This design comes from an exercise in tuning for small area on the open sky130 flow, not from production work. Function was not checked in any run shown here: the RTL went through the layout flow alone. Power figures rest on the tool's default switching activity, not on a simulated workload.

--- design/flow/config.mk ---
export PLATFORM = sky130hd
export DESIGN_NAME = isa_core
export DESIGN_NICKNAME = isa_core
export VERILOG_FILES = /design/flow/design.v
export SDC_FILE = /design/flow/constraint.sdc
export NUM_CORES = 4
export LEC_CHECK = 0
export ABC_CLOCK_PERIOD_IN_PS = 5500
export CAP_MARGIN = 20
export CORE_MARGIN = 2
export CORE_UTILIZATION = 55
export SLEW_MARGIN = 20
--- design/flow/constraint.sdc ---
create_clock -name core_clock -period 5.5 [get_ports {clk}]
set_input_delay 1.1000 -clock core_clock [delete_from_list [all_inputs] [get_ports {clk}]]
set_output_delay 1.1000 -clock core_clock [all_outputs]
set_load 0.01 [all_outputs]
--- design/flow/design.v ---
package isa_pkg;
    localparam int word_w    = 16;               
    localparam int reg_idx_w = 4;                
    localparam int num_regs  = 1 << reg_idx_w;   
    localparam int pc_w      = 11;               
    localparam int imm_w     = 5;                
    localparam int step_w    = 5;
    localparam int n_steps   = 31;
    typedef logic [word_w-1:0]    word_t;
    typedef logic [reg_idx_w-1:0] reg_idx_t;
    typedef logic [pc_w-1:0]      pc_t;
endpackage
`timescale 1ns/1ns
module fetch_ctrl
(
    input  logic                       clk,
    input  logic                       rst_n,
    input  logic                       run,
    input  logic                       instr_valid,
    input  isa_pkg::word_t             instr_data,
    input  logic                       zero,        
    output logic                       fetch_req,
    output isa_pkg::pc_t               fetch_addr,
    output isa_pkg::word_t             instr,       
    output logic                       start,
    output logic                       stepping,
    output logic [isa_pkg::step_w-1:0] step,
    output logic                       retire
);
    logic        fetching;    
    logic        busy;        
    logic        idle;
    logic        pc_en;
    logic [3:0]  pc_i;
    logic        taken;
    logic        off_bit;
    logic        cin;
    logic        pc_c;
    logic [1:0]  pc_sum;
    isa_pkg::word_t ir;
    isa_pkg::pc_t   pc;
    assign idle      = !fetching && !busy;
    assign start     = fetching && instr_valid;
    assign retire    = busy && (step == isa_pkg::step_w'(isa_pkg::n_steps));
    assign stepping  = start || (busy && !retire);
    assign fetch_req = run && (idle || retire);
    always_ff @(posedge clk or negedge rst_n)
    begin
        if (!rst_n)
        begin
            fetching <= 1'b0;
            busy     <= 1'b0;
            step     <= '0;
        end
        else
        begin
            if (fetch_req)
                fetching <= 1'b1;
            else if (instr_valid)
                fetching <= 1'b0;
            if (start)
                busy <= 1'b1;
            else if (retire)
                busy <= 1'b0;
            if (stepping)
                step <= step + 1'b1;
            else
                step <= '0;
        end
    end
    assign instr = fetching ? instr_data : ir;
    always_ff @(posedge clk)
    begin
        ir <= instr;
    end
    assign pc_i    = step[3:0];
    assign pc_en   = busy && step[4] && (pc_i < 4'd11);
    assign taken   = (ir[15:13] == 3'b100) && zero;
    assign off_bit = taken && ir[(pc_i < 4'd4) ? pc_i : 4'd4];
    assign cin     = (pc_i == 4'd0) ? 1'b1 : pc_c;
    assign pc_sum  = {1'b0, pc[0]} + {1'b0, off_bit} + {1'b0, cin};
    always_ff @(posedge clk)
    begin
        pc_c <= pc_sum[1];
    end
    always_ff @(posedge clk or negedge rst_n)
    begin
        if (!rst_n)
            pc <= '0;
        else if (pc_en)
            pc <= {pc_sum[0], pc[isa_pkg::pc_w-1:1]};
    end
    assign fetch_addr = pc;
endmodule
`timescale 1ns/1ns
module reg_file
(
    input  logic              clk,
    input  logic [3:0]        ph_nxt,     
    input  logic              clr,        
    input  logic              we,
    input  isa_pkg::reg_idx_t wr_idx,
    input  isa_pkg::word_t    wr_data,
    input  isa_pkg::reg_idx_t rs_idx,
    input  isa_pkg::reg_idx_t rt_idx,
    output logic              rs_bit,     
    output logic              rt_bit      
);
    isa_pkg::word_t ring [isa_pkg::num_regs];
    logic [isa_pkg::word_w-1:0] heads;
    logic [2*isa_pkg::word_w-1:0] dbl;
    isa_pkg::word_t wr_rot;
    assign dbl    = {wr_data, wr_data} >> ph_nxt;
    assign wr_rot = dbl[isa_pkg::word_w-1:0];
    localparam isa_pkg::word_t odd = 16'haaaa;
    always_ff @(posedge clk)
    begin
        for (int i = 0; i < isa_pkg::num_regs; i++)
        begin
            if (clr || (we && (wr_idx == isa_pkg::reg_idx_t'(i))))
                ring[i] <= (clr ? '0 : wr_rot) ^ odd;
            else
                ring[i] <= {ring[i][0], ring[i][isa_pkg::word_w-1:1]} ^ {1'b1, {(isa_pkg::word_w-1){1'b1}}};
        end
    end
    always_comb
    begin
        for (int i = 0; i < isa_pkg::num_regs; i++)
            heads[i] = ring[i][0];
    end
    assign rs_bit = heads[rs_idx];
    assign rt_bit = heads[rt_idx];
endmodule
`timescale 1ns/1ns
module exec_unit
(
    input  logic                       clk,
    input  logic                       start,       
    input  logic                       stepping,    
    input  logic [isa_pkg::step_w-1:0] step,
    input  logic [3:0]                 ph,
    input  logic                       a_bit,
    input  logic                       b_bit,
    input  logic                       is_mult,
    input  logic                       host_wr,     
    input  isa_pkg::word_t             host_data,
    input  logic                       is_add,      
    input  logic                       is_slt,
    input  logic                       inv_b,       
    output isa_pkg::word_t             result,
    output logic                       eq           
);
    localparam int w = isa_pkg::word_w;
    logic [w-1:0] acc;
    logic [w-1:0] base;
    logic [w-1:0] y;
    logic [w-1:0] bring;
    logic [w-1:0] bmod;
    logic         pass1;
    logic         act;
    logic         ins;
    logic         done_q;      
    logic         done;
    logic         lap;         
    logic         top;
    logic         a_x;
    logic         b_x;
    logic         cin;
    logic         c_q;
    logic         s_bit;
    logic         c_bit;
    logic         x_bit;
    logic         acc_cin;
    logic         eq_q;
    assign pass1 = !step[4];
    assign act   = stepping && (is_mult || is_add);
    assign done  = done_q && !start;
    assign lap   = stepping && is_add && (ph == 4'd0) && !done;
    assign top   = is_slt && (ph == 4'd15);
    assign a_x   = a_bit ^ top;
    assign b_x   = b_bit ^ inv_b ^ top;
    assign cin   = (ph == 4'd0) ? inv_b : c_q;
    assign s_bit = a_x ^ b_x ^ cin;
    assign c_bit = (a_x & b_x) | (a_x & cin) | (b_x & cin);
    always_ff @(posedge clk)
    begin
        c_q    <= c_bit;
        done_q <= stepping && (done || lap);
    end
    assign ins = is_mult ? (stepping && pass1 && b_bit) : lap;
    always_comb
    begin
        for (int n = 0; n < w; n++)
        begin
            if (4'(n) == {ph[2:0], 1'b0})
                bmod[n] = ins;
            else
                bmod[n] = bring[n];
        end
    end
    always_ff @(posedge clk)
    begin
        if (act)
            bring <= {bmod[w-2:0], bmod[w-1]};
        else
            bring <= '0;
    end
    assign x_bit = is_mult ? a_bit : (s_bit && !is_slt);
    always_comb
    begin
        for (int n = 0; n < w; n++)
            y[n] = x_bit && bmod[n] && (4'(n) >= ph);
    end
    assign acc_cin = stepping && top && done && !c_bit;
    always_comb
    begin
        if (host_wr)
            base = host_data;
        else if (start)
            base = '0;
        else
            base = acc;
    end
    always_ff @(posedge clk)
    begin
        acc <= base + y + w'(acc_cin);
    end
    assign result = acc;
    always_ff @(posedge clk)
    begin
        if (stepping && pass1)
            eq_q <= (start || eq_q) && (a_bit == b_bit);
    end
    assign eq = eq_q;
endmodule
`timescale 1ns/1ns
module isa_core
(
    input  logic              clk,
    input  logic              rst_n,
    input  logic              run,
    input  logic              host_we,
    input  isa_pkg::reg_idx_t host_idx,
    input  isa_pkg::word_t    host_data,
    input  logic              instr_valid,
    input  isa_pkg::word_t    instr_data,
    output logic              fetch_req,
    output isa_pkg::pc_t      fetch_addr,
    output logic              wb_valid,
    output isa_pkg::reg_idx_t wb_idx,
    output isa_pkg::word_t    wb_data,
    output logic              io_stall
);
    logic                       clr;
    logic [3:0]                 ph;
    logic [3:0]                 ph_nxt;
    isa_pkg::word_t             instr;
    logic                       start;
    logic                       stepping;
    logic [isa_pkg::step_w-1:0] step;
    logic                       retire;
    logic                       zero;
    logic                       rs_bit;
    logic                       rt_bit;
    logic                       is_alu;
    logic                       is_mult;
    logic                       is_slt;
    logic                       is_add;
    logic                       inv_b;
    logic                       core_we;
    logic                       host_wr;
    logic                       host_wr_q;
    isa_pkg::reg_idx_t          host_idx_q;
    logic                       rf_we;
    isa_pkg::reg_idx_t          rf_idx;
    isa_pkg::word_t             rf_data;
    isa_pkg::word_t             result;
    always_ff @(posedge clk or negedge rst_n)
    begin
        if (!rst_n)
        begin
            clr <= 1'b1;
            ph  <= '0;
        end
        else
        begin
            clr <= 1'b0;
            ph  <= ph_nxt;
        end
    end
    assign ph_nxt = ph + 4'd1;
    fetch_ctrl u_fetch_ctrl (
        .clk         (clk),
        .rst_n       (rst_n),
        .run         (run),
        .instr_valid (instr_valid),
        .instr_data  (instr_data),
        .zero        (zero),
        .fetch_req   (fetch_req),
        .fetch_addr  (fetch_addr),
        .instr       (instr),
        .start       (start),
        .stepping    (stepping),
        .step        (step),
        .retire      (retire)
    );
    assign is_alu  = (instr[15:14] == 2'b00);
    assign is_mult = (instr[15:13] == 3'b001) && instr[0];
    assign is_slt  = (instr[15:13] == 3'b001) && !instr[0];
    assign is_add  = (instr[15:13] == 3'b000) || is_slt;
    assign inv_b   = ((instr[15:13] == 3'b000) && instr[0]) || is_slt;
    assign core_we = retire && is_alu;
    assign host_wr = host_we && !run;
    always_ff @(posedge clk)
    begin
        host_wr_q  <= host_wr;
        host_idx_q <= host_idx;
    end
    assign rf_we   = core_we || host_wr_q;
    assign rf_idx  = core_we ? instr[4:1] : host_idx_q;
    assign rf_data = result;
    reg_file u_reg_file (
        .clk     (clk),
        .ph_nxt  (ph_nxt),
        .clr     (clr),
        .we      (rf_we),
        .wr_idx  (rf_idx),
        .wr_data (rf_data),
        .rs_idx  (instr[12:9]),
        .rt_idx  (instr[8:5]),
        .rs_bit  (rs_bit),
        .rt_bit  (rt_bit)
    );
    exec_unit u_exec_unit (
        .clk      (clk),
        .start    (start),
        .stepping (stepping),
        .step     (step),
        .ph       (ph),
        .a_bit    (rs_bit),
        .b_bit    (rt_bit),
        .is_mult  (is_mult),
        .host_wr  (host_wr),
        .host_data(host_data),
        .is_add   (is_add),
        .is_slt   (is_slt),
        .inv_b    (inv_b),
        .result   (result),
        .eq       (zero)
    );
    assign wb_valid = core_we;
    assign wb_idx   = instr[4:1];
    assign wb_data  = result;
    assign io_stall = !retire;
endmodule
--- design/flow/flow/run.sh ---
#!/bin/bash
# The standard layout (standard.sh) with these changes:
#  - synthesis (flow/synth.tcl) maps the register-file ring muxes to o22ai
#    cells before ABC maps the rest
#  - port buffers use the smallest buffer cell
#  - the clock tree is built from small clock buffers in small sink
#    clusters, without dummy loads
# The ORFS tools log to orfs/logs as usual; make's output goes to
# standard.log.
set -euo pipefail
here=$(pwd)
sed "s#SYNTH_SCRIPT=[^ ]*#SYNTH_SCRIPT=$here/flow/synth.tcl#" standard.sh > standard_own.sh
export FLOW_FLOW_DIR=$here/flow
export BUFFER_PORTS_ARGS="-buffer_cell sky130_fd_sc_hd__buf_1"
export CTS_ARGS="-sink_clustering_enable -repair_clock_nets -dont_use_dummy_load -buf_list {sky130_fd_sc_hd__clkbuf_4} -sink_clustering_size 10 -sink_clustering_max_diameter 40"
bash standard_own.sh > standard.log 2>&1
--- design/flow/flow/ringmux.v ---
// Map a 2:1 mux into one o22ai cell: Y = !((!S | !B) & (S | !A)) = S ? B : A.
// The inverters are left to ABC, which merges them with their drivers.
module \$_MUX_ (A, B, S, Y);
  input A, B, S;
  output Y;
  wire na, nb, ns;
  \$_NOT_ inv_a (.A(A), .Y(na));
  \$_NOT_ inv_b (.A(B), .Y(nb));
  \$_NOT_ inv_s (.A(S), .Y(ns));
  sky130_fd_sc_hd__o22ai_1 _TECHMAP_REPLACE_ (.A1(ns), .A2(nb), .B1(S), .B2(na), .Y(Y));
endmodule
--- design/flow/flow/synth.tcl ---
# The standard flow's synthesis script (synth_recipe.tcl) with one addition: just before
# the final ABC mapping, the 2:1 muxes that feed the register-file ring
# flip-flops are mapped to single o22ai cells (flow/ringmux.v), so every
# ring bit gets the same small cell. ABC maps the rest as usual. The
# flip-flops are mapped before this point, so the registers are the same
# as in the standard synthesis.
proc synth {args} { yosys synth -nofsm -noshare {*}$args }
proc abc {args} {
  yosys select -set ringmux {*}{c:u_reg_file.ring* %ci1:+[D] %ci1:+[Y] t:$_MUX_ %i}
  yosys select -count @ringmux
  yosys techmap -map $::env(FLOW_FLOW_DIR)/ringmux.v @ringmux
  yosys opt_expr
  yosys opt_merge
  yosys opt_expr
  yosys opt_clean
  yosys abc {*}$args
}
source $::env(SCRIPTS_DIR)/synth.tcl
# left out here: clear keep_hierarchy, flatten, clean up, hide names made inside functions, write 1_2_yosys.v
--- design/flow/standard.sh ---
#!/bin/bash
# synth_recipe.tcl (not shown) runs the flow's synth.tcl, then flattens the netlist and writes it again
# the make line also repeats each setting of config.mk as NAME=value (left out here)
make -C /OpenROAD-flow-scripts/flow DESIGN_CONFIG=/design/flow/config.mk WORK_HOME=/design/flow/orfs CLKGATE_MAP_FILE= SYNTH_SCRIPT=/design/flow/synth_recipe.tcl "${@:-finish}"
==> results of run 1 <==
## sequential cells by signal, summed over array words and instances (netlist names)
| register | count |
|---|---|
| host_idx_q | 4 |
| u_exec_unit.bring | 16 |
| u_exec_unit.acc | 16 |
| u_exec_unit.done_q | 1 |
| u_exec_unit.c_q | 1 |
| host_wr_q | 1 |
| u_fetch_ctrl.ir | 16 |
| u_fetch_ctrl.busy | 1 |
| u_exec_unit.eq_q | 1 |
| clr | 1 |
| u_fetch_ctrl.step | 5 |
| ph | 4 |
| u_fetch_ctrl.pc | 11 |
| u_fetch_ctrl.pc_c | 1 |
| u_fetch_ctrl.fetching | 1 |
| u_reg_file.ring | 256 |
## metrics by stage
step	instances	instance area, um^2
floorplan	1046	12200
global placement	1438	13200
detailed placement	1438	13200
CTS	1483	13600
global route	1484	13600
finish	1484	13600
## cell usage in the layout, fill, tap and decap left out, types with 18 or more instances in the layout
cell      instances
clkbuf_4         45
dfrtp_1          21
nor2_1           28
dfxtp_1         312
o21ai_0          18
mux4_2           39
mux2_2           21
ha_1             24
buf_4            65
o22ai_1         258
a21oi_1          23
buf_1            74
nand2_1          29
mux2i_1          20
a21o_1           24
inv_1            44
## cell type report
type | count | area share, %
multi-input cells | 638 | 37.5
well taps | 280 | 2.58
inverters | 45 | 1.25
diodes | 1 | 0.0184
repair buffers | 139 | 5.64
clock buffers | 45 | 2.49
flip-flops and latches | 336 | 50.5
## routing by layer
metal,GRT usage (%),wire [um],vias to the layer above
li1,-,-,4339
met1,39.2,14900,4369
met2,39.4,13500,236
met3,3.74,1520,57
met4,8.38,760,0
met5,0,0,-
## power by group through the flow
stage	Combinational [mW]	Sequential, mW	Clock (mW)
4_1_cts	1.97	3.09	1.17
3_3_place_gp	1.93	3.13	0
2_1_floorplan	1.35	3.07	0
5_1_grt	2.16	3.13	1.27
6_report	1.97	3.09	1.14
3_5_place_dp	1.96	3.14	0
## final timing paths
check                           cells after the start                   from  slack, ps                    end
max in group asynchronous                           2                  rst_n       4770                    clr
worst max register to register                     18  u_fetch_ctrl.fetching        320    u_exec_unit.acc[12]
worst min-delay path                                1  u_reg_file.ring[4][8]        340  u_reg_file.ring[4][7]
worst max-delay path                               18  u_fetch_ctrl.fetching        320    u_exec_unit.acc[12]
worst min register to register                      1  u_reg_file.ring[4][8]        340  u_reg_file.ring[4][7]
min in group asynchronous                           2                  rst_n        420      u_fetch_ctrl.busy
## Yosys cell counts, drive strengths merged, types with 2 or more instances
cell type	number	area share, %
a22oi	2	0.12
o21ai	19	0.78
nand4	3	0.15
nand3	12	0.49
a21boi	4	0.34
and2	8	0.41
ha	24	2.5
a21o	24	1.5
inv	45	1.4
a311oi	6	0.58
a21oi	23	0.94
mux2	22	2.1
o22ai	258	13
nor3	5	0.21
nor2	29	0.95
or3	5	0.26
nand2b	11	0.56
buf	14	0.81
dfrtp	22	4.5
or4	2	0.12
and3	15	0.77
clkbuf	13	0.40
a211o	2	0.14
a22o	15	1.1
nand2	29	0.89
a211oi	4	0.25
fa	4	0.66
mux4	39	7.2
dfxtp	312	51
xor2	3	0.22
a31oi	4	0.21
mux2i	22	1.9
nor2b	16	0.82
or3b	2	0.14
xnor2	16	1.1
## cell families (layout without fill, tap and decap cells)
kind of cell	Yosys count	count (layout)	synth area share (%)
AOI/OAI and AO/OA	368	368	19.7
xor gates and xnor gates	19	19	1.36
adders and majority gates	28	28	3.12
buffers and inverters	72	229	2.59
DFF	336	336	56.2
muxes	83	83	11.1
other	1	2	0.0307
and+or+nand+nor	139	139	5.91
## repair_timing
action,4_1_cts,5_1_grt
hold endpoints to repair,0,0
endpoints found under the setup margin,0,3
resized for setup,0,1
==> metrics.md, run 1 <==
| Metric | Value |
|---|---|
| Status | no timing/DRC/antenna violations |
| Die footprint | 23400 um^2 |
| Placement-stage worst setup slack | -260 ps |
| Sum Neg Setup Slack | 0 ps |
| Number of pins exceeding their max-slew limit in the final report | 0 |
| Total number of placement rows | 54 |
| Worst slew margin relative to its limit | between 20% and 30% |
| Hold Fails Final Rpt | 0 |
| Number of fill cells | ~1800 |
| Core Util, Final | slightly above 60% |
| Hold/Removal Path Class | flop to flop |
| Async SR Flop Fraction | about 6.8% |
| Worst Skew | 87.8 ps |
| Data required, critical path | roughly 6000 ps |
| Starting DRC count in detailed routing | between 500 and 600 |
| Sequential Power Share | around 50% |
| TritonCTS Buffers | 45 |
| Number of nets in the layout | between 1000 and 1500 |
| Nature of the critical path endpoint | flop |
| Wire length of the first global-routing pass | 48600 um |
| Number of unique standard cell types used by synthesis | 58 |
| Count of TritonRoute iterations in the first routing pass | 4 |
| Top FF cell, synth | dfxtp_1 |
| Vias post-DR | 9001 |
| Total standard cell area after synthesis | 12200 um^2 |
| Count of synthesis-stage warnings from yosys | 5 |
| Syn avg cell area | about 12 um^2 |
| FMAX | 193 MHz |
| Largest net degree at the start of global routing | 33 |
| Initial Utilization | 55.9% |
| Tightest hold margin | 336 ps |
| Buffers added on ports | 74 |
| RSZ-0062 raised after global routing | false |
| Global-route total usage across every layer | roughly a quarter |
| Final setup slack of the worst path | between 300 and 400 ps |
| Post-synth EDFFs | 1 |
| CTS sink cnt | ~340 |
| Peak supply drop | roughly 200 uV |
| Maxcap violations | 0 |
| Sequence of cells on the critical path | buf_4, mux2_4, mux4_2, mux2i_1, mux2i_1, xnor2_1, fa_1, a22o_1, or3b_1, fa_2, fa_2, nor2b_1, o21ai_0, a21boi_1, o21ai_1, a31oi_1, o22ai_1, xnor2_1 |
| Pwr per Cell Area | 457 nW/um^2 |
| Register Area | about 6900 um^2 |
| Combinational share of power | a little under a third |
| Post-route antenna net violation count | 0 |
| Via-per-instance ratio | around 6 |
| Maximum level of the CTS H-tree | 2 |
| Post-route minimum period | 5180 ps |
| Nature of the critical path startpoint | flop |
| Static leakage | between 5 and 6 nW |
| Flip-flop and latch count after synthesis | ~340 |
| Core area | roughly 22000 um^2 |
| Family of cells with the greatest summed delay on the critical path | adder cells |
| Area of combinational cells with multiple inputs | approximately 5100 um^2 |
| Power, Total | between 6 and 7 mW |
| Clock insertion delay at the later pin of the skew report | 700 ps |
| Final Cycle Share | about 94% |
| Antenna violations before repair | 1 |
| Actual slew at the worst max-slew pin | roughly 1200 ps |
| Fraction of power consumed by the clock network | between 10% and 20% |
| Clock-pin slew on the worst setup and hold paths | roughly 100 ps |
| Die Span X | ~150 um |
| Buffer count from post-CTS setup fixing | 0 |
| Vias in the first global route | just under 9000 |
| Clock Tree Root | clkbuf_4 |
| Switching power of the nets | 2.04 mW |
| Total nets after synthesis | ~1100 |
| Critical Path Fanout Max | 5 |
| Residual DRC count | 0 |
| Cell internal power dissipation | between 4 and 5 mW |
| Setup-violating endpoint count in the final report | 0 |
| Area overhead of the layout relative to synthesis | 11.2% |
| Cell at the slowest stage of the critical path | fa_1 |
| CTS tree | done |
| Height of the die | between 150 and 200 um |
| Critical path class | flop to flop |
| Switching share of power | roughly a third |
| Worst EP arrival | between 5000 and 6000 ps |
| Total wirelength of the detailed-routed design | approximately 30000 um |
| Post-detailed-route wirelength per cell | between 20 and 25 um |
| Part of the Yosys area used for sequential elements | ~56% |
| Post-CTS Hold Fix Bufs | 0 |
| Final weighted congestion of routability-driven global placement | between 0.8 and 0.9 |
| Maximum buffer depth of the clock tree | 3 |
| Placed wire-length estimate | between 15000 and 20000 um |
| I/O pin count | 75 |
| Crit path buffers/inverters | 1 |
| Fraction of layout cells with a size suffix above 1 | 15.8% |
| Count of mapped cells out of synthesis | about 1000 |
| Longest individual stage delay on the worst path | 580 ps |
| Overall overflow remaining after global route | 0 |
==> run 2, diff against run 1 <==
--- a/design/flow/design.v
+++ b/design/flow/design.v
@@ -20,7 +20,10 @@
     input  isa_pkg::word_t             instr_data,
     input  logic                       zero,        
+    input  logic                       host_wr,
+    input  isa_pkg::reg_idx_t          host_idx,
     output logic                       fetch_req,
     output isa_pkg::pc_t               fetch_addr,
     output isa_pkg::word_t             instr,       
+    output isa_pkg::reg_idx_t          wr_idx,      
     output logic                       start,
     output logic                       stepping,
@@ -51,5 +54,4 @@
             fetching <= 1'b0;
             busy     <= 1'b0;
-            step     <= '0;
         end
         else
@@ -63,15 +65,21 @@
             else if (retire)
                 busy <= 1'b0;
-            if (stepping)
-                step <= step + 1'b1;
-            else
-                step <= '0;
         end
     end
+    always_ff @(posedge clk)
+    begin
+        if (stepping)
+            step <= step + 1'b1;
+        else
+            step <= '0;
+    end
     assign instr = fetching ? instr_data : ir;
     always_ff @(posedge clk)
     begin
         ir <= instr;
+        if (!fetching && host_wr)
+            ir[4:1] <= host_idx;
     end
+    assign wr_idx = ir[4:1];
     assign pc_i    = step[3:0];
     assign pc_en   = busy && step[4] && (pc_i < 4'd11);
@@ -271,5 +279,5 @@
     logic                       host_wr;
     logic                       host_wr_q;
-    isa_pkg::reg_idx_t          host_idx_q;
+    isa_pkg::reg_idx_t          wr_idx;
     logic                       rf_we;
     isa_pkg::reg_idx_t          rf_idx;
@@ -297,7 +305,10 @@
         .instr_data  (instr_data),
         .zero        (zero),
+        .host_wr     (host_wr),
+        .host_idx    (host_idx),
         .fetch_req   (fetch_req),
         .fetch_addr  (fetch_addr),
         .instr       (instr),
+        .wr_idx      (wr_idx),
         .start       (start),
         .stepping    (stepping),
@@ -315,8 +326,7 @@
     begin
         host_wr_q  <= host_wr;
-        host_idx_q <= host_idx;
     end
     assign rf_we   = core_we || host_wr_q;
-    assign rf_idx  = core_we ? instr[4:1] : host_idx_q;
+    assign rf_idx  = wr_idx;
     assign rf_data = result;
     reg_file u_reg_file (
==> run 2 against run 1 <==
Worst hold slack improved by 11 ps. Count of clock-buffer cells in the layout up 1. Die area fell by 0.58%. Sequential cell count down 4. Sequential power is 4% higher. Still clean.
==> metrics.md, run 2 <==
| Metric | Value |
|---|---|
| Status | no timing/DRC/antenna violations (unchanged) |
| Die Span X | 153 um (about the same) |
| Sequence of cells on the critical path | mux2i_4, buf_4, mux2i_1, o22ai_1, or4_4, xnor2_2, fa_1, and2_4, nor2_4, or3_4, fa_2, fa_2, nand2b_4, a21oi_2, o21ai_2, a211o_1, a21boi_2, o21ai_0, o311ai_1 (was buf_4, mux2_4, mux4_2, mux2i_1, mux2i_1, xnor2_1, fa_1, a22o_1, or3b_1, fa_2, fa_2, nor2b_1, o21ai_0, a21boi_1, o21ai_1, a31oi_1, o22ai_1, xnor2_1) |
| Vias in the first global route | 8306 (was 8661) |
| I/O pin count | 75 (unchanged) |
| Post-route antenna net violation count | 0 (unchanged) |
| Cell at the slowest stage of the critical path | or4_4 (was fa_1) |
| Number of flip-flops in the largest register | 256 (unchanged) |
| Worst R2R End | u_exec_unit.acc[14] (was u_exec_unit.acc[12]) |
| Area of combinational cells with multiple inputs | 5220 um^2 (was 5090 um^2) |
| Data required, critical path | 5980 ps (was 6020 ps) |
| Wire length of the first global-routing pass | 47900 um (was 48600 um) |
| Clock-pin slew on the worst setup and hold paths | 100 ps (about the same) |
| Overall overflow remaining after global route | 0 (unchanged) |
| CTS sink cnt | 332 (was 336) |
| Pwr per Cell Area | 477 nW/um^2 (was 457 nW/um^2) |
| Final weighted congestion of routability-driven global placement | 0.868 (was 0.888) |
| Worst Skew | 87.4 ps (was 87.8 ps) |
| Longest individual stage delay on the worst path | 560 ps (was 580 ps) |
| Part of the Yosys area used for sequential elements | 55.6% (was 56.2%) |
| Top FF cell, synth | dfxtp_1 (unchanged) |
| Post-detailed-route wirelength per cell | 20.6 um (was 20.7 um) |
| Critical path class | flop to flop (unchanged) |
| Post-CTS Hold Fix Bufs | 0 (unchanged) |
| RSZ-0062 raised after global routing | false (unchanged) |
| Maximum level of the CTS H-tree | 2 (unchanged) |
| Nature of the critical path startpoint | flop (unchanged) |
| Final Cycle Share | 94.3% (about the same) |
| Actual slew at the worst max-slew pin | 1210 ps (was 1180 ps) |
| Number of cells on the worst reg-to-reg path | 19 (was 18) |
| Hold/Removal Path Class | primary input to async pin (was flop to flop) |
| Async SR Flop Fraction | 5.42% (was 6.85%) |
| Clock insertion delay at the later pin of the skew report | 670 ps (was 700 ps) |
| Setup-violating endpoint count in the final report | 0 (unchanged) |
| Total standard cell area after synthesis | 12100 um^2 (was 12200 um^2) |
| TritonCTS Buffers | 46 (was 45) |
| Total number of placement rows | 54 (unchanged) |
| Number of pins exceeding their max-slew limit in the final report | 0 (unchanged) |
| Vias post-DR | 9084 (was 9001) |
| Buffers added on ports | 74 (unchanged) |
| Antenna violations before repair | 2 (was 1) |
| Die footprint | 23300 um^2 (was 23400 um^2) |
| Total wirelength of the detailed-routed design | 30400 um (was 30700 um) |
| Maximum buffer depth of the clock tree | 3 (unchanged) |
| Count of TritonRoute iterations in the first routing pass | 4 (unchanged) |
| Worst r2r src | u_fetch_ctrl.fetching (unchanged) |
| Top cell type by total area after synthesis | dfxtp_1 (unchanged) |
| Global-route total usage across every layer | 26.0% (was 26.2%) |
| CTS tree | done (unchanged) |
| Number of unique standard cell types used by synthesis | 60 (was 58) |
| Flip-flop and latch count after synthesis | 332 (was 336) |
| Area share of the largest cell type after synthesis | 51.7% (was 51.2%) |
| Area overhead of the layout relative to synthesis | 11.0% (was 11.2%) |
| Nature of the critical path endpoint | flop (unchanged) |
| Worst slew margin relative to its limit | 19.5% (was 21.6%) |
| Number of fill cells | 1904 (was 1825) |
| Count of synthesis-stage warnings from yosys | 5 (unchanged) |
| Core area | 21800 um^2 (about the same) |
| Setup slack on the worst flop-to-flop path | 310 ps (was 320 ps) |
| Tightest hold margin | 347 ps (was 336 ps) |
| Total nets after synthesis | 1129 (was 1115) |
| Static leakage | 5.37 nW (was 5.56 nW) |
| Most common cell in the netlist | dfxtp_1 (unchanged) |
| FMAX | 193 MHz (about the same) |
| Largest net degree at the start of global routing | 41 (was 33) |
| Worst EP arrival | 5670 ps (was 5700 ps) |
| Clock Tree Root | clkbuf_4 (unchanged) |
| Via-per-instance ratio | 6.15 (was 6.07) |
| Post-route minimum period | 5190 ps (was 5180 ps) |
| Height of the die | 153 um (about the same) |
| Peak supply drop | 224 uV (was 204 uV) |
| Leading cell types by count after synthesis | dfxtp_1, o22ai_1, mux4_2, nor2_1, inv_1 (was dfxtp_1, o22ai_1, inv_1, mux4_2, nand2_1) |
| Sum Neg Setup Slack | 0 ps (unchanged) |
| Residual DRC count | 0 (unchanged) |
| Most flop-heavy register | u_reg_file.ring (unchanged) |
| Post-synth EDFFs | 1 (unchanged) |
| Hold Fails Final Rpt | 0 (unchanged) |
| Critical Path Fanout Max | 7 (was 5) |
| Starting DRC count in detailed routing | 552 (was 549) |
| Fraction of layout cells with a size suffix above 1 | 15.8% (about the same) |
| Initial Utilization | 55.8% (was 55.9%) |
| Power, Total | 6.42 mW (was 6.20 mW) |
| Highest-count cells in the layout ignoring fill and taps | dfxtp_1, o22ai_1, buf_1, clkbuf_4, buf_4 (was dfxtp_1, o22ai_1, buf_1, buf_4, clkbuf_4) |
| Count of mapped cells out of synthesis | 1060 (was 1046) |
| Register Area | 6750 um^2 (was 6850 um^2) |
| Syn avg cell area | 11.4 um^2 (was 11.7 um^2) |
| Top cells by area in the synthesized netlist | dfxtp_1, o22ai_1, mux4_2, dfrtp_1, ha_1 (unchanged) |
| Maxcap violations | 0 (unchanged) |
| Most frequent standard cell in the layout excluding fill and tap cells | dfxtp_1 (unchanged) |
| Library cell appearing most often on the critical path | fa_2 |
| Placed wire-length estimate | 19400 um (was 19700 um) |
| Number of nets in the layout | 1267 (was 1274) |
[run 2: cell count changes in the layout (fill, tap and decap cells not counted), sizes merged, moves of 5 or more]
cell / delta
nor2: +6
inv: -11
dfrtp: -5
a21o: -7
buf: -17
mux2i: -9
o21ai: +8
[run 2: repair_timing]
item | CTS | global route
setup endpoints to repair | 0 | 7
setup buffers | 0 | 1
gates resized for setup | 0 | 12
[run 2: worst max-delay path by stage]
stage	slack (ps)	to	cells after the start	startpoint
2_1_floorplan	-200	u_exec_unit.acc[14]	19	instr_data[7]
3_3_place_gp	-290	u_exec_unit.acc[14]	19	instr_data[7]
3_5_place_dp	-380	u_exec_unit.acc[14]	20	instr_data[7]
4_1_cts	10	u_exec_unit.acc[14]	19	u_fetch_ctrl.fetching
5_1_grt	40	u_exec_unit.acc[14]	19	u_fetch_ctrl.fetching
6_report	310	u_exec_unit.acc[14]	19	u_fetch_ctrl.fetching
[run 2: kinds of logic after synthesis]
group           after synthesis  share of synthesized area [%]
compound gates              381                           20.2
flops                       332                           55.6
simple gates                158                           6.91
mux                          75                           10.5
buf+inv                      66                           2.26
fa+ha+maj                    28                           3.14
xor+xnor                     19                           1.37
other cells                   1                         0.0309
[run 2: through the flow]
stage	cells	util, %	instance area, um^2	worst slack, ps
5_1_grt	1477	61.9	13500	37.5
2_1_floorplan	1060	-	12200	-197
3_5_place_dp	1427	59.7	13000	-376
6_report	1478	61.9	13500	311
4_1_cts	1473	61.3	13300	14.5
3_3_place_gp	1426	59.7	13000	-295
[run 2: report_power, final]
part           switching (mW)  total (mW)  leakage (nW)  internal, mW
Clock                   0.748        1.13         0.212         0.384
Sequential              0.319        3.22          2.87          2.90
Combinational            1.10        2.07          2.30         0.969
[run 2: final cells by class]
type | instances | share of cell area [%]
clock buffer | 46 | 2.57
sequential | 332 | 50.1
tap | 280 | 2.60
multi-input combinational | 662 | 38.8
antenna | 2 | 0.0372
inverter | 34 | 0.948
timing repair buffer | 122 | 4.94
[run 2: metal layers]
| metal | global-route usage, % | share of wire [%] | vias to the layer above |
|---|---|---|---|
| met4 | 6.35 | 1.5 | 0 |
| met5 | 0 | 0 | - |
| li1 | - | - | 4382 |
| met3 | 6.06 | 7.4 | 41 |
| met2 | 37.5 | 43 | 282 |
| met1 | 39.7 | 48 | 4379 |
[run 2: worst max-delay path: cells and delay by family, from the launching register on]
kind            cells  cell delay [ps]
mux                 2              510
compound gates      7             1140
fa+ha+maj           3             1240
xor+xnor            1              170
buf+inv             1              200
flops               1              460
simple gates        5             1290
==> run 3, diff against run 2 <==
--- a/design/flow/design.v
+++ b/design/flow/design.v
@@ -117,8 +117,17 @@
     isa_pkg::word_t ring [isa_pkg::num_regs];
     logic [isa_pkg::word_w-1:0] heads;
-    logic [2*isa_pkg::word_w-1:0] dbl;
+    isa_pkg::word_t rot [5];
     isa_pkg::word_t wr_rot;
-    assign dbl    = {wr_data, wr_data} >> ph_nxt;
-    assign wr_rot = dbl[isa_pkg::word_w-1:0];
+    always_comb
+    begin
+        rot[0] = wr_data;
+        for (int l = 0; l < 4; l++)
+        begin
+            for (int j = 0; j < isa_pkg::word_w; j++)
+                rot[l+1][j] = !(ph_nxt[l] ? rot[l][(j + (1 << l)) % isa_pkg::word_w]
+                                          : rot[l][j]);
+        end
+    end
+    assign wr_rot = rot[4];
     localparam isa_pkg::word_t odd = 16'haaaa;
     always_ff @(posedge clk)
--- a/design/flow/config.mk
+++ b/design/flow/config.mk
@@ -9,4 +9,5 @@
 export CAP_MARGIN = 20
 export CORE_MARGIN = 2
-export CORE_UTILIZATION = 55
+export CORE_UTILIZATION = 70
+export PLACE_DENSITY = 0.78
 export SLEW_MARGIN = 20
==> run 3 against run 2 <==
Critical path depth increased by 1. Power down 4.5%. Worst hold slack better by 28 ps. Global-route usage up 5.3 points. Largest cell class unchanged.
==> metrics.md, run 3 <==
| Metric | Value |
|---|---|
| Status | no timing/DRC/antenna violations (unchanged) |
| Wire length of the first global-routing pass | 44000 um (was 47900 um) |
| Number of pins exceeding their max-slew limit in the final report | 0 (unchanged) |
| CTS tree | done (unchanged) |
| Total number of placement rows | 47 (was 54) |
| Top FF cell, synth | dfxtp_1 (unchanged) |
| Count of TritonRoute iterations in the first routing pass | 5 (was 4) |
| Highest-count cells in the layout ignoring fill and taps | dfxtp_1, o22ai_1, buf_1, clkbuf_4, inv_1 (was dfxtp_1, o22ai_1, buf_1, clkbuf_4, buf_4) |
| Most flop-heavy register | u_reg_file.ring (unchanged) |
| Buffers added on ports | 74 (unchanged) |
| Critical path capture point | u_exec_unit.acc[14] (unchanged) |
| Most frequent standard cell in the layout excluding fill and tap cells | dfxtp_1 (unchanged) |
| Top cells by area in the synthesized netlist | dfxtp_1, o22ai_1, mux4_2, dfrtp_1, ha_1 (unchanged) |
| Critical path class | primary input to flop (was flop to flop) |
| Clock insertion delay at the later pin of the skew report | 670 ps (about the same) |
| Count of synthesis-stage warnings from yosys | 6 (was 5) |
| Vias post-DR | 8715 (was 9084) |
| Antenna violations before repair | 1 (was 2) |
| Worst Skew | 78.4 ps (was 87.4 ps) |
| Fraction of layout cells with a size suffix above 1 | 14.7% (was 15.8%) |
| Actual slew at the worst max-slew pin | 1150 ps (was 1210 ps) |
| Worst R2R End | u_exec_unit.acc[14] (unchanged) |
| Most common cell in the netlist | dfxtp_1 (unchanged) |
| Number of cells on the worst reg-to-reg path | 19 (unchanged) |
| TritonCTS Buffers | 43 (was 46) |
| Total standard cell area after synthesis | 11900 um^2 (was 12100 um^2) |
| FMAX | 192 MHz (was 193 MHz) |
| Cell Count Post-Placement | 1304 (was 1427) |
| Area share of the largest cell type after synthesis | 52.5% (was 51.7%) |
| Maximum level of the CTS H-tree | 2 (unchanged) |
| Sequence of cells on the critical path | buf_1, mux2i_4, mux4_1, mux2i_1, mux2i_2, xnor2_1, fa_1, nor2b_2, a31oi_4, or4_4, fa_2, fa_2, nor2b_1, o21ai_0, nand2_1, a21o_1, a31o_2, a41o_1, o41a_1, xor2_1 (was mux2i_4, buf_4, mux2i_1, o22ai_1, or4_4, xnor2_2, fa_1, and2_4, nor2_4, or3_4, fa_2, fa_2, nand2b_4, a21oi_2, o21ai_2, a211o_1, a21boi_2, o21ai_0, o311ai_1) |
| Maximum buffer depth of the clock tree | 3 (unchanged) |
| Placed wire-length estimate | 17800 um (was 19400 um) |
| Clock Tree Root | clkbuf_4 (unchanged) |
| Nature of the critical path startpoint | primary input (was flop) |
| CTS sink cnt | 332 (unchanged) |
| Setup-violating endpoint count in the final report | 0 (unchanged) |
| Die footprint | 18100 um^2 (was 23300 um^2) |
| Library cell appearing most often on the critical path | fa_2 (unchanged) |
| Post-detailed-route wirelength per cell | 20.8 um (was 20.6 um) |
| Nature of the critical path endpoint | flop (unchanged) |
| Peak supply drop | 300 uV (was 224 uV) |
| Core area | 16600 um^2 (was 21800 um^2) |
| Number of fill cells | 1102 (was 1904) |
| Number of nets in the layout | 1199 (was 1267) |
| Residual DRC count | 0 (unchanged) |
| Final Cycle Share | 94.6% (was 94.3%) |
| Number of unique standard cell types used by synthesis | 56 (was 60) |
| Overall overflow remaining after global route | 0 (unchanged) |
| Post-route antenna net violation count | 0 (unchanged) |
| Worst setup path startpoint | instr_data[10] (was u_fetch_ctrl.fetching) |
| Die Span X | 135 um (was 153 um) |
| Global-route total usage across every layer | 31.3% (was 26.0%) |
| Count of mapped cells out of synthesis | 1006 (was 1060) |
| RSZ-0062 raised after global routing | false (unchanged) |
| Non-filler cells, final | 1349 (was 1478) |
| Initial Utilization | 71.8% (was 55.8%) |
| Flip-flop and latch count after synthesis | 332 (unchanged) |
| Critical Path Fanout Max | 5 (was 7) |
| Worst EP arrival | 5770 ps (was 5670 ps) |
| Post-synth EDFFs | 1 (unchanged) |
| Via-per-instance ratio | 6.46 (was 6.15) |
| I/O pin count | 75 (unchanged) |
| Maxcap violations | 0 (unchanged) |
| Total nets after synthesis | 1075 (was 1129) |
| Placement-stage worst setup slack | -446 ps (was -376 ps) |
| Starting DRC count in detailed routing | 698 (was 552) |
| Total wirelength of the detailed-routed design | 28000 um (was 30400 um) |
| Data required, critical path | 6070 ps (was 5980 ps) |
| Area overhead of the layout relative to synthesis | 8.63% (was 11.0%) |
| Part of the Yosys area used for sequential elements | 56.5% (was 55.6%) |
| Core Util, Final | 78.0% (was 61.9%) |
| Static leakage | 5.26 nW (was 5.37 nW) |
| Syn avg cell area | 11.9 um^2 (was 11.4 um^2) |
| Async SR Flop Fraction | 5.42% (unchanged) |
| Height of the die | 135 um (was 153 um) |
| Final setup slack of the worst path | 298 ps (was 311 ps) |
| Number of flip-flops in the largest register | 256 (unchanged) |
| Vias in the first global route | 8180 (was 8306) |
| Clock-pin slew on the worst setup and hold paths | 100 ps (about the same) |
| Cell at the slowest stage of the critical path | mux4_1 (was or4_4) |
| Hold/Removal Path Class | flop to flop (was primary input to async pin) |
| Pwr per Cell Area | 472 nW/um^2 (was 477 nW/um^2) |
| Worst r2r src | u_fetch_ctrl.fetching (unchanged) |
| Tightest hold margin | 375 ps (was 347 ps) |
| Hold Fails Final Rpt | 0 (unchanged) |
| Top cell type by total area after synthesis | dfxtp_1 (unchanged) |
| Final weighted congestion of routability-driven global placement | 0.868 (about the same) |
| Worst slew margin relative to its limit | 23.1% (was 19.5%) |
| Post-route minimum period | 5200 ps (was 5190 ps) |
| Leading cell types by count after synthesis | dfxtp_1, o22ai_1, inv_1, mux4_2, nor2_1 (was dfxtp_1, o22ai_1, mux4_2, nor2_1, inv_1) |
| Setup slack on the worst flop-to-flop path | 300 ps (was 310 ps) |
| Longest individual stage delay on the worst path | 590 ps (was 560 ps) |
| Largest net degree at the start of global routing | 33 (was 41) |
==> run 3: layout make-up <==
type	instances	area, um^2	share of cell area (%)
antenna	1	2.50	0.0193
clock buffer	43	323	2.49
inverter	41	154	1.19
multi-input combinational	605	4940	38.1
sequential	332	6750	52.0
tap	220	275	2.12
timing repair buffer	107	527	4.06
==> run 3: logic make-up after synthesis <==
| group | after synthesis | synth area share, % |
|---|---|---|
| compound gates | 349 | 18.9 |
| xor+xnor | 21 | 1.54 |
| fa+ha+maj | 28 | 3.18 |
| buf+inv | 69 | 2.41 |
| flops | 332 | 56.5 |
| mux | 79 | 11.6 |
| other cells | 1 | 0.0314 |
| simple gates | 127 | 5.86 |
==> run 3: metal layers <==
| layer | up-vias | share of wire, % | global-route usage, % |
|---|---|---|---|
| li1 | 4091 | - | - |
| met1 | 4216 | 46 | 45.7 |
| met2 | 354 | 45 | 47.6 |
| met3 | 54 | 7.6 | 6.79 |
| met4 | 0 | 1.9 | 9.42 |
| met5 | - | 0 | 0 |
==> run 3: power by group <==
part	internal (mW)	switching [mW]
Combinational	0.876	0.990
Sequential	2.88	0.289
Clock	0.360	0.733
Total	4.12	2.01
==> run 3: worst min path at each step <==
stage | start | endpoint | slack [ps] | cells past startpoint
6_report | u_reg_file.ring[12][13] | u_reg_file.ring[12][12] | 370 | 1
5_1_grt | u_reg_file.ring[12][13] | u_reg_file.ring[12][12] | 380 | 1
4_1_cts | u_reg_file.ring[12][13] | u_reg_file.ring[12][12] | 370 | 1
3_5_place_dp | u_reg_file.ring[4][3] | u_reg_file.ring[4][2] | 400 | 1
3_3_place_gp | u_reg_file.ring[0][4] | u_reg_file.ring[0][3] | 400 | 1
2_1_floorplan | u_reg_file.ring[0][1] | u_reg_file.ring[0][0] | 400 | 1
==> run 3: repair_timing <==
action / in CTS / in global routing
setup endpoints to repair: 0 / 5
hold buffers: 0 / 0
resized for setup: 0 / 6
buffers inserted: 0 / 1
==> run 3: metrics by stage <==
stage	power [mW]	setup TNS, ps	area, um^2
after floorplan	4.43	0	12000
after global placement	4.96	-639	12600
after detailed placement	5.03	-1880	12600
after CTS	6.10	0	12900
after global routing	6.44	0	13000
final	6.13	0	13000
==> run 3: worst max-delay path: cells and delay by family <==
family                   cells  cell delay, ps
buffers and inverters        1             100
XOR/XNOR                     2             290
adder cells (fa/ha/maj)      3            1320
AO/OA/AOI/OAI                6             840
AND/OR/NAND/NOR              4             920
multiplexers                 4            1180
==> run 4, diff against run 3 <==
==> design/flow/flow/abc.script (new file) <==
&get -n
&st
&dch
&nf
&st
&syn2
&if -g -K 6
&synch2
&nf
&st
&syn2
&if -g -K 6
&synch2
&nf
&st
&syn2
&if -g -K 6
&synch2
&nf
&st
&syn2
&if -g -K 6
&synch2
&nf
&st
&syn2
&if -g -K 6
&synch2
&nf
&put
topo
stime -c
--- a/design/flow/flow/synth.tcl
+++ b/design/flow/flow/synth.tcl
@@ -4,5 +4,6 @@
 # ring bit gets the same small cell. ABC maps the rest as usual. The
 # flip-flops are mapped before this point, so the registers are the same
-# as in the standard synthesis.
+# as in the standard synthesis. If flow/abc.script exists, ABC runs that
+# script instead of ORFS's speed script.
 proc synth {args} { yosys synth -nofsm -noshare {*}$args }
 proc abc {args} {
@@ -14,4 +15,8 @@
   yosys opt_expr
   yosys opt_clean
+  set i [lsearch -exact $args -script]
+  if { $i >= 0 && [file exists $::env(FLOW_FLOW_DIR)/abc.script] } {
+    lset args [expr {$i + 1}] $::env(FLOW_FLOW_DIR)/abc.script
+  }
   yosys abc {*}$args
 }
==> run 4 against run 3 <==
Area after synthesis fell by 1.8%. Sequential power barely moved. Worst setup slack got worse by 73 ps. Power down 1.3%. Critical path type is now flop to flop. Largest power group unchanged. Highest routed layer unchanged.
==> metrics.md, run 4 <==
| Metric | Value |
|---|---|
| Hold/Removal Path Class | flop to flop (unchanged) |
| Worst r2r src | u_fetch_ctrl.fetching (unchanged) |
| Non-filler cells, final | 1356 (was 1349) |
| Static leakage | 5.11 nW (was 5.26 nW) |
| Overall overflow remaining after global route | 0 (unchanged) |
| Power, Total | 6.05 mW (was 6.13 mW) |
| Antenna violations before repair | 1 (unchanged) |
| Final setup slack of the worst path | 226 ps (was 298 ps) |
| Wire length of the first global-routing pass | 43900 um (was 44000 um) |
| Top cell type by total area after synthesis | dfxtp_1 (unchanged) |
| Pwr per Cell Area | 467 nW/um^2 (was 472 nW/um^2) |
| Syn avg cell area | 11.9 um^2 (about the same) |
| Sum Neg Setup Slack | 0 ps (unchanged) |
| Die Span X | 133 um (was 135 um) |
| Initial Utilization | 71.2% (was 71.8%) |
| Post-route antenna net violation count | 0 (unchanged) |
| Actual slew at the worst max-slew pin | 1160 ps (was 1150 ps) |
| Status | no timing/DRC/antenna violations (unchanged) |
| Setup-violating endpoint count in the final report | 0 (unchanged) |
| Hold depth | 1 (unchanged) |
| Clock insertion delay at the later pin of the skew report | 650 ps (was 670 ps) |
| Number of pins exceeding their max-slew limit in the final report | 0 (unchanged) |
| Data required, critical path | 6040 ps (was 6070 ps) |
| Post-synth EDFFs | 1 (unchanged) |
| Largest net degree at the start of global routing | 33 (unchanged) |
| Global-route total usage across every layer | 31.4% (was 31.3%) |
| Flip-flop and latch count after synthesis | 332 (unchanged) |
| Vias post-DR | 8758 (was 8715) |
| Most flop-heavy register | u_reg_file.ring (unchanged) |
| Number of cells on the worst reg-to-reg path | 19 (unchanged) |
| RSZ-0062 raised after global routing | false (unchanged) |
| Final Cycle Share | 95.9% (was 94.6%) |
| Count of synthesis-stage warnings from yosys | 6 (unchanged) |
| Most common cell in the netlist | dfxtp_1 (unchanged) |
| Number of nets in the layout | 1205 (was 1199) |
| Worst slew margin relative to its limit | 22.9% (was 23.1%) |
| Vias in the first global route | 8296 (was 8180) |
| Die footprint | 17800 um^2 (was 18100 um^2) |
| Final weighted congestion of routability-driven global placement | 0.868 (about the same) |
| Post-CTS Hold Fix Bufs | 0 (unchanged) |
| Final Instance Area | 13000 um^2 (about the same) |
| CTS sink cnt | 332 (unchanged) |
| Top cells by area in the synthesized netlist | dfxtp_1, o22ai_1, mux4_2, dfrtp_1, ha_1 (unchanged) |
| Placed wire-length estimate | 17600 um (was 17800 um) |
| Nature of the critical path endpoint | flop (unchanged) |
| Worst setup path startpoint | u_fetch_ctrl.fetching (was instr_data[10]) |
| Highest-count cells in the layout ignoring fill and taps | dfxtp_1, o22ai_1, buf_1, clkbuf_4 (was dfxtp_1, o22ai_1, buf_1, clkbuf_4, inv_1) |
| Total nets after synthesis | 1051 (was 1075) |
| CTS tree | done (unchanged) |
| Register Area | 6750 um^2 (unchanged) |
| Number of flip-flops in the largest register | 256 (unchanged) |
| Most frequent standard cell in the layout excluding fill and tap cells | dfxtp_1 (unchanged) |
| Worst Skew | 65.9 ps (was 78.4 ps) |
| Leading cell types by count after synthesis | dfxtp_1, o22ai_1, clkinv_1, mux4_2, nor2_1 (was dfxtp_1, o22ai_1, inv_1, mux4_2, nor2_1) |
| Count of TritonRoute iterations in the first routing pass | 5 (unchanged) |
| Clock Tree Root | clkbuf_4 (unchanged) |
| Placed standard-cell area | 12600 um^2 (about the same) |
| Residual DRC count | 0 (unchanged) |
| Cell Count Post-Placement | 1307 (was 1304) |
| Post-detailed-route wirelength per cell | 20.4 um (was 20.8 um) |
| Critical path class | flop to flop (was primary input to flop) |
| TritonCTS Buffers | 44 (was 43) |
| Maxcap violations | 0 (unchanged) |
| Starting DRC count in detailed routing | 606 (was 698) |
| Placement-stage worst setup slack | -309 ps (was -446 ps) |
| Fraction of layout cells with a size suffix above 1 | 12.1% (was 14.7%) |
| Maximum level of the CTS H-tree | 2 (unchanged) |
| Peak supply drop | 275 uV (was 300 uV) |
| FMAX | 190 MHz (was 192 MHz) |
| Post-route minimum period | 5270 ps (was 5200 ps) |
| Buffers added on ports | 74 (unchanged) |
| Height of the die | 133 um (was 135 um) |
| Worst EP arrival | 5810 ps (was 5770 ps) |
| Number of unique standard cell types used by synthesis | 43 (was 56) |
| Total standard cell area after synthesis | 11700 um^2 (was 11900 um^2) |
| I/O pin count | 75 (unchanged) |
| Number of fill cells | 1084 (was 1102) |
| Clock-pin slew on the worst setup and hold paths | 100 ps (about the same) |
| Total wirelength of the detailed-routed design | 27600 um (was 28000 um) |
| Top FF cell, synth | dfxtp_1 (unchanged) |
| Worst min-delay path startpoint | u_reg_file.ring[6][4] (was u_reg_file.ring[12][13]) |
| Async SR Flop Fraction | 5.42% (unchanged) |
| Area overhead of the layout relative to synthesis | 10.4% (was 8.63%) |
| Area share of the largest cell type after synthesis | 53.4% (was 52.5%) |
| Setup slack on the worst flop-to-flop path | 230 ps (was 300 ps) |
| Critical Path Fanout Max | 5 (unchanged) |
| Part of the Yosys area used for sequential elements | 57.5% (was 56.5%) |
| Area of combinational cells with multiple inputs | 4880 um^2 (was 4940 um^2) |
| Total number of placement rows | 47 (unchanged) |
| Via-per-instance ratio | 6.46 (about the same) |
| Nature of the critical path startpoint | flop (was primary input) |
| Core area | 16500 um^2 (was 16600 um^2) |
| Hold Fails Final Rpt | 0 (unchanged) |
| Count of mapped cells out of synthesis | 982 (was 1006) |
| Maximum buffer depth of the clock tree | 3 (unchanged) |
run 4: cell count changes after synthesis, sizes merged:
cell | before | now
buf | 15 | 4
clkbuf | 13 | 0
clkinv | 0 | 41
inv | 41 | 0
run 4: kinds of logic (layout without fill, tap and decap cells):
family | count (synthesis) | in the layout | synth area share [%]
other cells | 1 | 3 | 0.0320
simple gates | 127 | 127 | 5.70
fa+ha+maj | 28 | 28 | 3.24
buf+inv | 45 | 197 | 1.57
compound gates | 349 | 349 | 19.0
xor+xnor | 21 | 21 | 1.57
mux | 79 | 79 | 11.4
flops | 332 | 332 | 57.5
run 4: stage by stage:
stage	hold WS, ps	util, %
2_1_floorplan	399	-
4_1_cts	334	78.3
3_5_place_dp	405	76.3
3_3_place_gp	399	76.3
5_1_grt	342	78.7
6_report	347	78.7
run 4: where the power goes:
group	leakage, nW	internal [mW]	switching (mW)
sequential	2.86	2.88	0.280
combinational	2.04	0.825	0.971
clock	0.202	0.368	0.724
total	5.11	4.07	1.97
run 4: metal layers:
layer / global-route usage (%) / wire [um] / vias up / part of all wire, %
met5: 0 / 0 / - / 0
met4: 11.4 / 638 / 0 / 2.3
met3: 4.68 / 2020 / 49 / 7.3
met2: 47.7 / 12600 / 347 / 46
met1: 46.5 / 12300 / 4239 / 45
li1: - / - / 4123 / -
run 4: worst paths after layout:
path | to
worst max-delay path | u_exec_unit.acc[14]
worst min-delay path | u_reg_file.ring[6][3]
worst max register to register | u_exec_unit.acc[14]
worst min register to register | u_reg_file.ring[6][3]
max in group asynchronous | clr
min in group asynchronous | u_fetch_ctrl.fetching
run 4: final cells by class:
type / count / share of cell area (%)
multi-input cells: 605 / 37.7
inverters: 41 / 1.19
diodes: 2 / 0.0386
repair buffers: 112 / 4.36
clock buffers: 44 / 2.55
flip-flops and latches: 332 / 52.1
well taps: 220 / 2.12
run 4: repair_timing:
action | 4_1_cts | 5_1_grt
buffers inserted | 0 | 3
gates resized for setup | 0 | 3
endpoints found under the setup margin | 0 | 3
run 4: critical path, cell delays in order, from the launching register on:
cell and delay [ps]:
dfrtp_2 530, mux2i_4 400, mux4_2 550, mux2i_1 160
mux2i_1 170, xnor2_1 200, fa_1 530, nor2b_1 160
a31oi_2 80, or4_4 540, fa_2 440, fa_2 360
nor2b_1 110, o21ai_0 80, nand2_1 80, a21o_1 130
a31o_1 170, a41o_1 210, o41a_1 150, xor2_1 140
==> run 5, diff against run 4 <==
--- a/design/flow/config.mk
+++ b/design/flow/config.mk
@@ -9,5 +9,5 @@
 export CAP_MARGIN = 20
 export CORE_MARGIN = 2
-export CORE_UTILIZATION = 70
-export PLACE_DENSITY = 0.78
+export CORE_UTILIZATION = 80
+export PLACE_DENSITY = 0.9
 export SLEW_MARGIN = 20
==> run 5 against run 4 <==
Critical path depth unchanged. Clock skew increased by 18 ps. Clock power hardly changed. Via count grew 5.0%. Combinational power increased by 6%. Die area shrank 12%. Utilization grew 11 points. Power increased by 2.1%. Synthesized cell count unchanged. Critical path type unchanged.
==> metrics.md, run 5 <==
| Metric | Value |
|---|---|
| Area overhead of the layout relative to synthesis | 10.1% (was 10.4%) |
| Data required, critical path | 6080 ps (was 6040 ps) |
| Placed wire-length estimate | 18100 um (was 17600 um) |
| Final Cycle Share | 94.2% (was 95.9%) |
| Core Util, Final | 89.5% (was 78.7%) |
| Compound-gate portion of the synthesized area | 19.0% (unchanged) |
| Worst slew margin relative to its limit | 26.0% (was 22.9%) |
| Worst Skew | 83.8 ps (was 65.9 ps) |
| Longest individual stage delay on the worst path | 570 ps (was 550 ps) |
| Nature of the critical path startpoint | flop (unchanged) |
| Peak supply drop | 279 uV (was 275 uV) |
| Status | no timing/DRC/antenna violations (unchanged) |
| Vias post-DR | 9192 (was 8758) |
| Vias in the first global route | 9149 (was 8296) |
| Worst Hold End | u_reg_file.ring[6][3] (unchanged) |
| Multiplexer share of the synthesized area | 11.4% (unchanged) |
| Actual slew at the worst max-slew pin | 1110 ps (was 1160 ps) |
| Number of unique standard cell types used by synthesis | 43 (unchanged) |
| Post-synthesis share of cell area spent on and, or, nand and nor gates | 5.70% (unchanged) |
| CTS tree | done (unchanged) |
| Async SR Flop Fraction | 5.42% (unchanged) |
| Fraction of layout cells with a size suffix above 1 | 12.2% (was 12.1%) |
| Critical Path Fanout Max | 6 (was 5) |
| Tightest hold margin | 367 ps (was 347 ps) |
| Number of flip-flops in the largest register | 256 (unchanged) |
| Post-synth EDFFs | 1 (unchanged) |
| Clock Tree Root | clkbuf_4 (unchanged) |
| Top cells by area in the synthesized netlist | dfxtp_1, o22ai_1, mux4_2, dfrtp_1, ha_1 (unchanged) |
| Count of mapped cells out of synthesis | 982 (unchanged) |
| Cell at the slowest stage of the critical path | mux4_2 (unchanged) |
| Top cell type by total area after synthesis | dfxtp_1 (unchanged) |
| Count of TritonRoute iterations in the first routing pass | 6 (was 5) |
| Part of the Yosys area used for sequential elements | 57.5% (unchanged) |
| Antenna violations before repair | 1 (unchanged) |
| Total standard cell area after synthesis | 11700 um^2 (unchanged) |
| Total number of placement rows | 44 (was 47) |
| Via-per-instance ratio | 6.99 (was 6.46) |
| XOR/XNOR Fraction of Synth Area | 1.57% (unchanged) |
| Hold/Removal Path Class | flop to flop (unchanged) |
| Most flop-heavy register | u_reg_file.ring (unchanged) |
| Critical path class | flop to flop (unchanged) |
| Worst R2R End | u_exec_unit.acc[14] (unchanged) |
| Register Area | 6750 um^2 (unchanged) |
| Number of cells on the worst reg-to-reg path | 19 (unchanged) |
| Residual DRC count | 0 (unchanged) |
| Height of the die | 125 um (was 133 um) |
| Flip-flop and latch count after synthesis | 332 (unchanged) |
| Sum Neg Setup Slack | 0 ps (unchanged) |
| Initial Utilization | 81.3% (was 71.2%) |
| Global-route total usage across every layer | 38.1% (was 31.4%) |
| Area share of the largest cell type after synthesis | 53.4% (unchanged) |
| Number of fill cells | 612 (was 1084) |
| Die footprint | 15600 um^2 (was 17800 um^2) |
| Share of synthesized cell area in full adder, half adder and majority cells | 3.24% (unchanged) |
| Static leakage | 5.10 nW (was 5.11 nW) |
| Total nets after synthesis | 1051 (unchanged) |
| Highest-count cells in the layout ignoring fill and taps | dfxtp_1, o22ai_1, buf_1, clkbuf_4 (unchanged) |
| Top FF cell, synth | dfxtp_1 (unchanged) |
| Final weighted congestion of routability-driven global placement | 0.941 (was 0.868) |
| Total wirelength of the detailed-routed design | 29600 um (was 27600 um) |
| Syn avg cell area | 11.9 um^2 (unchanged) |
| Most common cell in the netlist | dfxtp_1 (unchanged) |
| Starting DRC count in detailed routing | 911 (was 606) |
| Setup-violating endpoint count in the final report | 0 (unchanged) |
| Buffers added on ports | 74 (unchanged) |
| Largest net degree at the start of global routing | 33 (unchanged) |
| Main combinational cell family by area after synthesis | compound AO/OA/AOI/OAI gates (unchanged) |
| Wire length of the first global-routing pass | 47300 um (was 43900 um) |
| CTS sink cnt | 332 (unchanged) |
| Area of combinational cells with multiple inputs | 4910 um^2 (was 4880 um^2) |
| Maxcap violations | 0 (unchanged) |
| Hold Fails Final Rpt | 0 (unchanged) |
| Final setup slack of the worst path | 321 ps (was 226 ps) |
| Sequence of cells on the critical path | mux2i_4, mux4_2, mux2i_2, mux2i_2, xnor2_2, fa_1, nor2b_4, a31oi_4, or4_4, fa_2, fa_2, nor2b_2, o21ai_0, nand2_1, a21o_1, a31o_1, a41o_1, o41a_1, xor2_1 (was mux2i_4, mux4_2, mux2i_1, mux2i_1, xnor2_1, fa_1, nor2b_1, a31oi_2, or4_4, fa_2, fa_2, nor2b_1, o21ai_0, nand2_1, a21o_1, a31o_1, a41o_1, o41a_1, xor2_1) |
| Die Span X | 125 um (was 133 um) |
| Maximum buffer depth of the clock tree | 3 (unchanged) |
| Hold depth | 1 (unchanged) |
| Clock-pin slew on the worst setup and hold paths | 100 ps (about the same) |
| Post-detailed-route wirelength per cell | 22.5 um (was 20.4 um) |
| I/O pin count | 75 (unchanged) |
| Number of pins exceeding their max-slew limit in the final report | 0 (unchanged) |
| Count of synthesis-stage warnings from yosys | 6 (unchanged) |
| Post-CTS Hold Fix Bufs | 0 (unchanged) |
| Pwr per Cell Area | 478 nW/um^2 (was 467 nW/um^2) |
| Post-route minimum period | 5180 ps (was 5270 ps) |
| Clock insertion delay at the later pin of the skew report | 680 ps (was 650 ps) |
| Number of nets in the layout | 1201 (was 1205) |
| Overall overflow remaining after global route | 0 (unchanged) |
| Nature of the critical path endpoint | flop (unchanged) |
| Leading cell types by count after synthesis | dfxtp_1, o22ai_1, clkinv_1, mux4_2, nor2_1 (unchanged) |
| Worst min-delay path startpoint | u_reg_file.ring[6][4] (unchanged) |
| TritonCTS Buffers | 42 (was 44) |
| Setup slack on the worst flop-to-flop path | 320 ps (was 230 ps) |
| FMAX | 193 MHz (was 190 MHz) |
| Worst r2r src | u_fetch_ctrl.fetching (unchanged) |
| Core area | 14400 um^2 (was 16500 um^2) |
| Post-route antenna net violation count | 0 (unchanged) |
| Maximum level of the CTS H-tree | 2 (unchanged) |
| Most frequent standard cell in the layout excluding fill and tap cells | dfxtp_1 (unchanged) |
| Placement-stage worst setup slack | -557 ps (was -309 ps) |
| Worst EP arrival | 5760 ps (was 5810 ps) |
run 5: cell counts after synthesis:
No cell type changed its count.
run 5: through the flow:
step | total power [mW] | area [um^2] | std cells
3_3_place_gp | 4.85 | 12500 | 1268
2_1_floorplan | 4.35 | 11800 | 982
5_1_grt | 6.45 | 12900 | 1315
4_1_cts | 6.04 | 12800 | 1310
6_report | 6.18 | 12900 | 1315
3_5_place_dp | 4.97 | 12500 | 1268
run 5: per-layer routing:
metal / share of wire [%] / wire, um / global-route usage [%] / vias to the layer above
li1: - / - / - / 4111
met1: 38 / 11300 / 48.5 / 4393
met2: 48 / 14300 / 61.4 / 553
met3: 9.3 / 2760 / 8.43 / 135
met4: 4.1 / 1220 / 20.5 / 0
met5: 0 / 0 / 0 / -
run 5: how the worst max path moves through the flow:
stage / from / endpoint / slack, ps / cells after the start
after floorplan: instr_data[10] / u_exec_unit.acc[15] / 50 / 20
after global placement: instr_data[10] / u_exec_unit.acc[15] / -250 / 20
after global routing: u_fetch_ctrl.fetching / u_exec_unit.acc[14] / -0.8 / 19
after CTS: u_fetch_ctrl.fetching / u_exec_unit.acc[15] / 100 / 19
final: u_fetch_ctrl.fetching / u_exec_unit.acc[14] / 320 / 19
after detailed placement: instr_data[10] / u_exec_unit.acc[15] / -560 / 20
run 5: logic make-up after synthesis:
kind of cell             Yosys count
other                              1
flip-flops                       332
AND/OR/NAND/NOR                  127
multiplexers                      79
AO/OA/AOI/OAI                    349
buffers and inverters             45
adder cells (fa/ha/maj)           28
XOR/XNOR                          21
run 5: critical path: cells and delay by family (launching register included):
| kind | cells | cell delay [ps] |
|---|---|---|
| simple gates | 4 | 900 |
| xor+xnor | 2 | 310 |
| fa+ha+maj | 3 | 1280 |
| compound gates | 6 | 790 |
| mux | 4 | 1320 |
| flops | 1 | 510 |
run 5: final cells by class:
type	instances	share of cell area, %
antenna	1	0.0194
clock buffer	42	2.44
inverter	41	1.19
multi-input combinational	605	38.1
sequential	332	52.3
tap	184	1.78
timing repair buffer	110	4.25
run 5: power breakdown:
group / switching [mW] / internal [mW]
clock network: 0.733 / 0.352
registers: 0.299 / 2.88
logic: 1.05 / 0.866
total: 2.08 / 4.10
run 5: what timing repair did:
action                                  CTS  global route
endpoints found under the setup margin    1             7
resized for setup                         1            10
pin swaps                                 0             5
setup buffers                             0             4

## what the ideal ports hide
In the flow no input, the clock included, has a driving cell. The finished layouts below were timed again as built, in two steps. Step 1 sets driving cells, clkbuf_16 on the clock port and buf_2 on the other inputs (assumed; they add their load-dependent delay and slew). Step 2, shift: input delay + t, output delay - t, t = (earliest + latest rising clock arrival at the registers) / 2. This alone moves slack from input paths to output paths. Slacks: no drivers / after step 1 / after step 2; pairs: no drivers / after step 1.
| run | shift t [ns] | setup slack, ns | hold slack, ns |
|---|---|---|---|
| run 1 | 0.700 | 0.316 / 0.316 / -0.328 | 0.336 / 0.336 / 0.336 |
| run 2 | 0.672 | 0.311 / 0.311 / -0.324 | 0.347 / 0.324 / 0.370 |
| run 3 | 0.670 | 0.298 / 0.301 / -0.357 | 0.375 / 0.375 / 0.375 |
| run 4 | 0.656 | 0.226 / 0.226 / -0.313 | 0.347 / 0.347 / 0.347 |
| run 5 | 0.674 | 0.321 / 0.321 / -0.252 | 0.367 / 0.367 / 0.367 |
With both steps, setup timing fails in every run listed, where it was met with ideal ports. The setup slack of run 3, which loses most, moves by +0.003 ns with the drivers and by -0.655 ns with both steps.
